What follows belongs to an exercise in optimizing a design on an open flow for small area, a short achievable clock period and few clock cycles per item; a production flow would make more cautious choices. RTL that was checked went through simulation tests only; none was proved equivalent to the original. Power is estimated from default activity; no workload was simulated.

==> flow/design.v <==
`timescale 1ns / 1ps
package epsm_pkg;
	localparam int MAX_PAT = 64;
	localparam int LEN_W   = $clog2(MAX_PAT) + 1;
	localparam int IDX_W   = 32;
	localparam int SYM_W   = 8;
	localparam logic [LEN_W-1:0] LEN_MAX = LEN_W'(MAX_PAT);
	localparam logic [1:0] FUNC_START  = 2'd0;
	localparam logic [1:0] FUNC_APPEND = 2'd1;
	localparam logic [1:0] FUNC_TEXT   = 2'd2;
	localparam logic [1:0] FUNC_NONE   = 2'd3;
endpackage
`timescale 1ns / 1ps
module exact_pattern_stream_matcher (
	input  logic                       clk,
	input  logic                       arst_n,
	input  logic                       in_valid,
	output logic                       in_stall,
	input  logic [1:0]                 func,
	input  logic [epsm_pkg::SYM_W-1:0] symbol,
	output logic                       out_valid,
	input  logic                       out_stall,
	output logic [epsm_pkg::IDX_W-1:0] match_start,
	output logic                       pattern_overflow
);
	localparam int N  = epsm_pkg::MAX_PAT;
	localparam int LW = epsm_pkg::LEN_W;
	localparam int PW = LW - 1;
	localparam int SW = epsm_pkg::SYM_W;
	localparam int IW = epsm_pkg::IDX_W;
	logic          in_stall_q;
	logic          ir_v;
	logic [1:0]    ir_f;
	logic [SW-1:0] ir_s;
	logic [SW-1:0] csym_q;     
	logic          gt_q;       
	logic          rc_q;       
	logic          gs_q;       
	logic          gw_q;       
	logic          gf_q;       
	logic          gv_q;       
	logic          xr_q;       
	logic          yr_q;       
	logic [SW-1:0] plast_q;    
	logic          len1_q;     
	logic          fill0_q;    
	logic          tok_q;      
	logic [PW-1:0] cyc_q;      
	logic [PW-1:0] zz_q;       
	logic [PW-1:0] sm_q;       
	logic [LW-1:0] len_q;
	logic [LW-1:0] fill_q;     
	logic [PW-1:0] tp_q;       
	logic          ovf_q;
	logic [IW-1:0] sc_q;       
	logic [SW-1:0] pat_q [N];
	logic [SW-1:0] txt_q [N];
	logic [N-1:0]  d_q;
	logic          v0, v1, block_q;
	logic [IW-1:0] st0;
	logic          ov0;
	logic len0, len_full;
	assign len0     = (len_q == '0);
	assign len_full = (len_q == epsm_pkg::LEN_MAX);
	logic [N-1:0] oh_zz, oh_sm;
	always_comb begin
		for (int s = 0; s < N; s++) begin
			oh_zz[s] = (zz_q == PW'(s));
			oh_sm[s] = (sm_q == PW'(s));
		end
	end
	logic         consume;
	logic [N-1:0] eq, d_step;
	assign consume = gt_q || rc_q;
	always_comb begin
		for (int s = 0; s < N; s++) begin
			eq[s] = (pat_q[s] == csym_q);
		end
		for (int s = 0; s < N; s++) begin
			d_step[s] = (d_q[s] || oh_zz[s]) && eq[(s + N - 1) % N];
		end
	end
	logic hit;
	assign hit = gt_q && !len0 && (len1_q || |(d_q & oh_sm)) && (plast_q == csym_q);
	logic [PW-1:0] cyc_d, zz_d, sm_d, tp_d;
	logic [LW-1:0] len_d, fill_d;
	logic [IW-1:0] sc_inc, sc_dec;
	assign cyc_d = cyc_q + PW'(1);
	assign zz_d  = gf_q ? PW'(1) : zz_q + PW'(1);
	assign sm_d  = gf_q ? PW'(1) : (gw_q ? sm_q : sm_q + PW'(1));
	assign tp_d  = gt_q ? cyc_d : tp_q;
	assign len_d = gs_q ? LW'(1) : (gw_q ? len_q + LW'(1) : len_q);
	assign fill_d = gs_q ? '0 : ((gt_q && !fill_q[LW-1]) ? fill_q + LW'(1) : fill_q);
	logic [IW/4-1:0] g1, g0, gc1, gc0;
	logic [IW-1:0]   c1, c0;
	for (genvar j = 0; j < IW / 4; j++) begin : g_grp
		assign g1[j] = &sc_q[4*j +: 4];
		assign g0[j] = ~|sc_q[4*j +: 4];
		if (j == 0) begin : g_first
			assign gc1[j] = 1'b1;
			assign gc0[j] = 1'b1;
		end else begin : g_rest
			assign gc1[j] = &g1[j-1:0];
			assign gc0[j] = &g0[j-1:0];
		end
		assign c1[4*j]   = gc1[j];
		assign c0[4*j]   = gc0[j];
		assign c1[4*j+1] = gc1[j] & sc_q[4*j];
		assign c0[4*j+1] = gc0[j] & ~sc_q[4*j];
		assign c1[4*j+2] = gc1[j] & sc_q[4*j] & sc_q[4*j+1];
		assign c0[4*j+2] = gc0[j] & ~sc_q[4*j] & ~sc_q[4*j+1];
		assign c1[4*j+3] = gc1[j] & sc_q[4*j] & sc_q[4*j+1] & sc_q[4*j+2];
		assign c0[4*j+3] = gc0[j] & ~sc_q[4*j] & ~sc_q[4*j+1] & ~sc_q[4*j+2];
	end
	assign sc_inc = sc_q ^ c1;
	assign sc_dec = sc_q ^ c0;
	logic pop, v0_d, v1_d, block_d;
	assign pop     = v0 && !out_stall;
	assign v0_d    = v1 || hit || (v0 && !pop);
	assign v1_d    = v1 ? !pop : (v0 && !pop && hit);
	assign block_d = (v1 && !pop) || (v1 && gt_q) || (v0 && !pop && gt_q);
	logic          irv_d;
	logic [1:0]    irf_d;
	logic [SW-1:0] irs_d;
	assign irv_d = in_stall_q ? ir_v : in_valid;
	assign irf_d = in_stall_q ? ir_f : func;
	assign irs_d = in_stall_q ? ir_s : symbol;
	logic n_text, n_app, n_start;
	assign n_text  = irv_d && (irf_d == epsm_pkg::FUNC_TEXT);
	assign n_app   = irv_d && (irf_d == epsm_pkg::FUNC_APPEND);
	assign n_start = irv_d && (irf_d == epsm_pkg::FUNC_START);
	logic app_ok_d, len0_d, lenf_d, txt_ok_d, rc_d, gt_d, ga_d, gs_d, wait_d;
	logic [PW-1:0] rlen;
	assign len0_d   = (len_d == '0);
	assign lenf_d   = (len_d == epsm_pkg::LEN_MAX);
	assign app_ok_d = len0_d || lenf_d || (sm_d == PW'(1));
	assign txt_ok_d = tok_q;
	assign rc_d     = n_text && !txt_ok_d && (xr_q || (rc_q && !yr_q));
	logic xr_d, yr_d;
	assign rlen = fill_q[LW-1] ? PW'(N - 1) : fill_q[PW-1:0];
	assign xr_d = !gt_q && !gs_q && (PW'(cyc_q + PW'(2)) == PW'(tp_q - rlen));
	assign yr_d = !gt_q && (PW'(cyc_q + PW'(2)) == tp_q);
	logic fill0_d, tok_d;
	assign fill0_d = gs_q || (fill0_q && !gt_q);
	assign tok_d   = gs_d || (fill0_d && !gt_d) || gt_d || (rc_d && yr_d);
	assign gt_d     = n_text && txt_ok_d && !block_d;
	assign ga_d     = n_app && app_ok_d && !block_d;
	assign gs_d     = n_start && !block_d;
	assign wait_d   = (n_text && !gt_d) || (n_app && !ga_d) || (n_start && block_d);
	always_ff @(posedge clk or negedge arst_n) begin
		if (!arst_n) begin
			ir_v       <= 1'b0;
			gt_q       <= 1'b0;
			rc_q       <= 1'b0;
			gs_q       <= 1'b0;
			gw_q       <= 1'b0;
			gf_q       <= 1'b0;
			gv_q       <= 1'b0;
			xr_q       <= 1'b0;
			yr_q       <= 1'b0;
			len1_q     <= 1'b0;
			fill0_q    <= 1'b1;
			tok_q      <= 1'b1;
			cyc_q      <= '0;
			zz_q       <= '0;
			sm_q       <= '0;
			len_q      <= '0;
			fill_q     <= '0;
			tp_q       <= '0;
			ovf_q      <= 1'b0;
			sc_q       <= IW'(1);
			v0         <= 1'b0;
			v1         <= 1'b0;
			block_q    <= 1'b0;
		end else begin
			ir_v       <= irv_d;
			gt_q       <= gt_d;
			rc_q       <= rc_d;
			gs_q       <= gs_d;
			gw_q       <= gs_d || (ga_d && !lenf_d);
			gf_q       <= gs_d || (ga_d && len0_d);
			gv_q       <= ga_d && lenf_d;
			xr_q       <= xr_d;
			yr_q       <= yr_d;
			len1_q     <= (len_d == LW'(1));
			fill0_q    <= fill0_d;
			tok_q      <= tok_d;
			cyc_q      <= cyc_d;
			zz_q       <= zz_d;
			sm_q       <= sm_d;
			len_q      <= len_d;
			fill_q     <= fill_d;
			tp_q       <= tp_d;
			v0         <= v0_d;
			v1         <= v1_d;
			block_q    <= block_d;
			if (gs_q) begin
				ovf_q <= 1'b0;
				sc_q  <= '0;
			end else if (gv_q) begin
				ovf_q <= 1'b1;
			end else if (gw_q) begin
				sc_q <= sc_dec;
			end else if (gt_q) begin
				sc_q <= sc_inc;
			end
		end
	end
	always_ff @(posedge clk) begin
		in_stall_q <= wait_d;
		ir_f   <= irf_d;
		ir_s   <= irs_d;
		csym_q <= rc_d ? txt_q[N-2] : irs_d;
		if (gw_q) begin
			plast_q <= ir_s;
		end
	end
	always_ff @(posedge clk) begin
		for (int s = 1; s < N; s++) begin
			pat_q[s] <= pat_q[s-1];
			txt_q[s] <= txt_q[s-1];
		end
		pat_q[0] <= gw_q ? ir_s : pat_q[N-1];
		txt_q[0] <= gt_q ? ir_s : txt_q[N-1];
	end
	always_ff @(posedge clk) begin
		d_q <= consume ? d_step : '0;
	end
	always_ff @(posedge clk) begin
		if (!v0 || pop) begin
			st0 <= v1 ? sc_dec : sc_q;
			ov0 <= ovf_q;
		end
	end
	assign in_stall         = in_stall_q;
	assign out_valid        = v0;
	assign match_start      = st0;
	assign pattern_overflow = ov0;
endmodule
clock: 5.0 ns
lec_check: 0
cap_margin: 20
core_margin: 2
core_utilization: 40
cts_cluster_diameter: 100
cts_cluster_size: 28
setup_slack_margin: 2.75
slew_margin: 20
run.sh (not shown) runs the stock make flow with config.mk's settings and CLKGATE_MAP_FILE= SYNTH_SCRIPT=/design/flow/synth_recipe.tcl, a recipe that flattens the netlist after the stock synthesis.
Next try:
--- a/flow/design.v
+++ b/flow/design.v
@@ -56,10 +56,10 @@
 	logic [SW-1:0] pat_q [N];
 	logic [SW-1:0] txt_q [N];
 	logic [N-1:0]  d_q;
 	logic          v0, v1, block_q;
-	logic [IW-1:0] st0;
-	logic          ov0;
+	logic [IW-1:0] st0, st1;
+	logic          ov0, ov1;
 	logic len0, len_full;
 	assign len0     = (len_q == '0);
 	assign len_full = (len_q == epsm_pkg::LEN_MAX);
 	logic [N-1:0] oh_zz, oh_sm;
@@ -128,9 +128,9 @@
 	logic n_text, n_app, n_start;
 	assign n_text  = irv_d && (irf_d == epsm_pkg::FUNC_TEXT);
 	assign n_app   = irv_d && (irf_d == epsm_pkg::FUNC_APPEND);
 	assign n_start = irv_d && (irf_d == epsm_pkg::FUNC_START);
-	logic app_ok_d, len0_d, lenf_d, txt_ok_d, rc_d, gt_d, ga_d, gs_d, wait_d;
+	logic app_ok_d, len0_d, lenf_d, txt_ok_d, rc_d, gt_d, ga_d, wait_d;
 	logic [PW-1:0] rlen;
 	assign len0_d   = (len_d == '0);
 	assign lenf_d   = (len_d == epsm_pkg::LEN_MAX);
 	assign app_ok_d = len0_d || lenf_d || (sm_d == PW'(1));
@@ -141,13 +141,12 @@
 	assign xr_d = !gt_q && !gs_q && (PW'(cyc_q + PW'(2)) == PW'(tp_q - rlen));
 	assign yr_d = !gt_q && (PW'(cyc_q + PW'(2)) == tp_q);
 	logic fill0_d, tok_d;
 	assign fill0_d = gs_q || (fill0_q && !gt_q);
-	assign tok_d   = gs_d || (fill0_d && !gt_d) || gt_d || (rc_d && yr_d);
+	assign tok_d   = n_start || (fill0_d && !gt_d) || gt_d || (rc_d && yr_d);
 	assign gt_d     = n_text && txt_ok_d && !block_d;
-	assign ga_d     = n_app && app_ok_d && !block_d;
-	assign gs_d     = n_start && !block_d;
-	assign wait_d   = (n_text && !gt_d) || (n_app && !ga_d) || (n_start && block_d);
+	assign ga_d     = n_app && app_ok_d;
+	assign wait_d   = (n_text && !gt_d) || (n_app && !app_ok_d);
 	always_ff @(posedge clk or negedge arst_n) begin
 		if (!arst_n) begin
 			ir_v       <= 1'b0;
 			gt_q       <= 1'b0;
@@ -175,11 +174,11 @@
 		end else begin
 			ir_v       <= irv_d;
 			gt_q       <= gt_d;
 			rc_q       <= rc_d;
-			gs_q       <= gs_d;
-			gw_q       <= gs_d || (ga_d && !lenf_d);
-			gf_q       <= gs_d || (ga_d && len0_d);
+			gs_q       <= n_start;
+			gw_q       <= n_start || (ga_d && !lenf_d);
+			gf_q       <= n_start || (ga_d && len0_d);
 			gv_q       <= ga_d && lenf_d;
 			xr_q       <= xr_d;
 			yr_q       <= yr_d;
 			len1_q     <= (len_d == LW'(1));
@@ -227,10 +226,14 @@
 		d_q <= consume ? d_step : '0;
 	end
 	always_ff @(posedge clk) begin
 		if (!v0 || pop) begin
-			st0 <= v1 ? sc_dec : sc_q;
-			ov0 <= ovf_q;
+			st0 <= v1 ? st1 : sc_q;
+			ov0 <= v1 ? ov1 : ovf_q;
+		end
+		if (!v1) begin
+			st1 <= sc_q;
+			ov1 <= ovf_q;
 		end
 	end
 	assign in_stall         = in_stall_q;
 	assign out_valid        = v0;
The new run finished clean.
Design area increases by 0.49%.
Total power shrinks by 3.6%.
Combinational power came out lower by 18%.
Die area grows by 0.30%.
Clock power increases by about 4%.
Worst hold slack is about the same.
Wire length falls by 1.6%.
Via count decreases by 2.1%.
No run of this note included a check of the RTL's function; only the layout flow was run.

========
RTL: one of the versions met above, not the one the previous note started from.
Size in the first run: roughly 2700 cells after synthesis, about 1300 flip-flops, about 49 I/O pins.
==> flow/config.mk <==
export PLATFORM = sky130hd
export DESIGN_NAME = exact_pattern_stream_matcher
export DESIGN_NICKNAME = exact_pattern_stream_matcher
export VERILOG_FILES = /design/flow/design.v
export SDC_FILE = /design/flow/constraint.sdc
export NUM_CORES = 4
export LEC_CHECK = 0
export CAP_MARGIN = 20
export CORE_MARGIN = 2
export CORE_UTILIZATION = 60
export CTS_CLUSTER_DIAMETER = 80
export CTS_CLUSTER_SIZE = 28
export PLACE_DENSITY = 0.72
export SETUP_SLACK_MARGIN = 2.8
export SLEW_MARGIN = 20
==> flow/constraint.sdc <==
create_clock -name core_clock -period 5.0 [get_ports {clk}]
set_input_delay 1.0000 -clock core_clock [delete_from_list [all_inputs] [get_ports {clk}]]
set_output_delay 1.0000 -clock core_clock [all_outputs]
set_load 0.01 [all_outputs]
The first run ran to the end with no violations.
Change:
--- a/flow/design.v
+++ b/flow/design.v
@@ -145,12 +145,13 @@
 	assign tok_d   = n_start || (fill0_d && !gt_d) || gt_d || (rc_d && yr_d);
 	assign gt_d     = n_text && txt_ok_d && !block_d;
 	assign ga_d     = n_app && app_ok_d;
 	assign wait_d   = (n_text && !gt_d) || (n_app && !app_ok_d);
 	always_ff @(posedge clk or negedge arst_n) begin
 		if (!arst_n) begin
+			in_stall_q <= 1'b0;
 			ir_v       <= 1'b0;
 			gt_q       <= 1'b0;
 			rc_q       <= 1'b0;
 			gs_q       <= 1'b0;
 			gw_q       <= 1'b0;
 			gf_q       <= 1'b0;
@@ -169,12 +170,13 @@
 			ovf_q      <= 1'b0;
 			sc_q       <= IW'(1);
 			v0         <= 1'b0;
 			v1         <= 1'b0;
 			block_q    <= 1'b0;
 		end else begin
+			in_stall_q <= wait_d;
 			ir_v       <= irv_d;
 			gt_q       <= gt_d;
 			rc_q       <= rc_d;
 			gs_q       <= n_start;
 			gw_q       <= n_start || (ga_d && !lenf_d);
 			gf_q       <= n_start || (ga_d && len0_d);
@@ -203,13 +205,12 @@
 			end else if (gt_q) begin
 				sc_q <= sc_inc;
 			end
 		end
 	end
 	always_ff @(posedge clk) begin
-		in_stall_q <= wait_d;
 		ir_f   <= irf_d;
 		ir_s   <= irs_d;
 		csym_q <= rc_d ? txt_q[N-2] : irs_d;
 		if (gw_q) begin
 			plast_q <= ir_s;
 		end
- wire length came out higher by 0.68%
- sequential share of layout area stays flat
- die area stays flat
- worst setup slack got worse by 0.017 ns
- critical path depth came out lower by 6
- register-to-register slack improved by 0.06 ns
- first-iteration DRC count came out higher by 8.7%
- global-route usage came out higher by 0.43 points
- cell count stays flat
- non-clock buffer count came out lower by 16
- utilization is about the same
- clock power came out higher by about 2%
- via count came out higher by 0.55%
- fmax came out lower by 0.76%
Testbench counts after the change, summed over its fixed seeds: cycles 23,488, items 23,488.
Only the layout flow was run in the first run of this note; the RTL was not checked for function there.

-- what the ideal ports hide --
How much do the figures lean on ideal ports? The routed layouts below were timed once more, with nothing changed but the port constraints.
Step 1 assumes that a clkbuf_16 drives the clock port and a buf_2 every other input.
Step 2 also shifts input and output timing later by t, the mid clock arrival at the registers, as if the neighbouring blocks saw the same clock.
Three values: ideal, step 1, step 2; two values: the first two.
| run | shift t [ns] | setup slack, ns | worst setup path after step 2 |
|---|---|---|---|
| the first run of note 1 | 0.702 | 2.197 / 2.197 / 2.197 | register to register |
| the second run of note 1 | 0.708 | 2.690 / 2.663 / 2.180 | input to register |
| the first run of note 2 | 0.705 | 2.752 / 2.717 / 2.265 | input to register |
| the second run of note 2 | 0.706 | 2.735 / 2.677 / 2.292 | input to register |
After both steps every run listed still meets setup and hold. The setup slack of the second run of note 1, which loses most, moves by -0.027 ns with the drivers and by -0.510 ns with both steps.
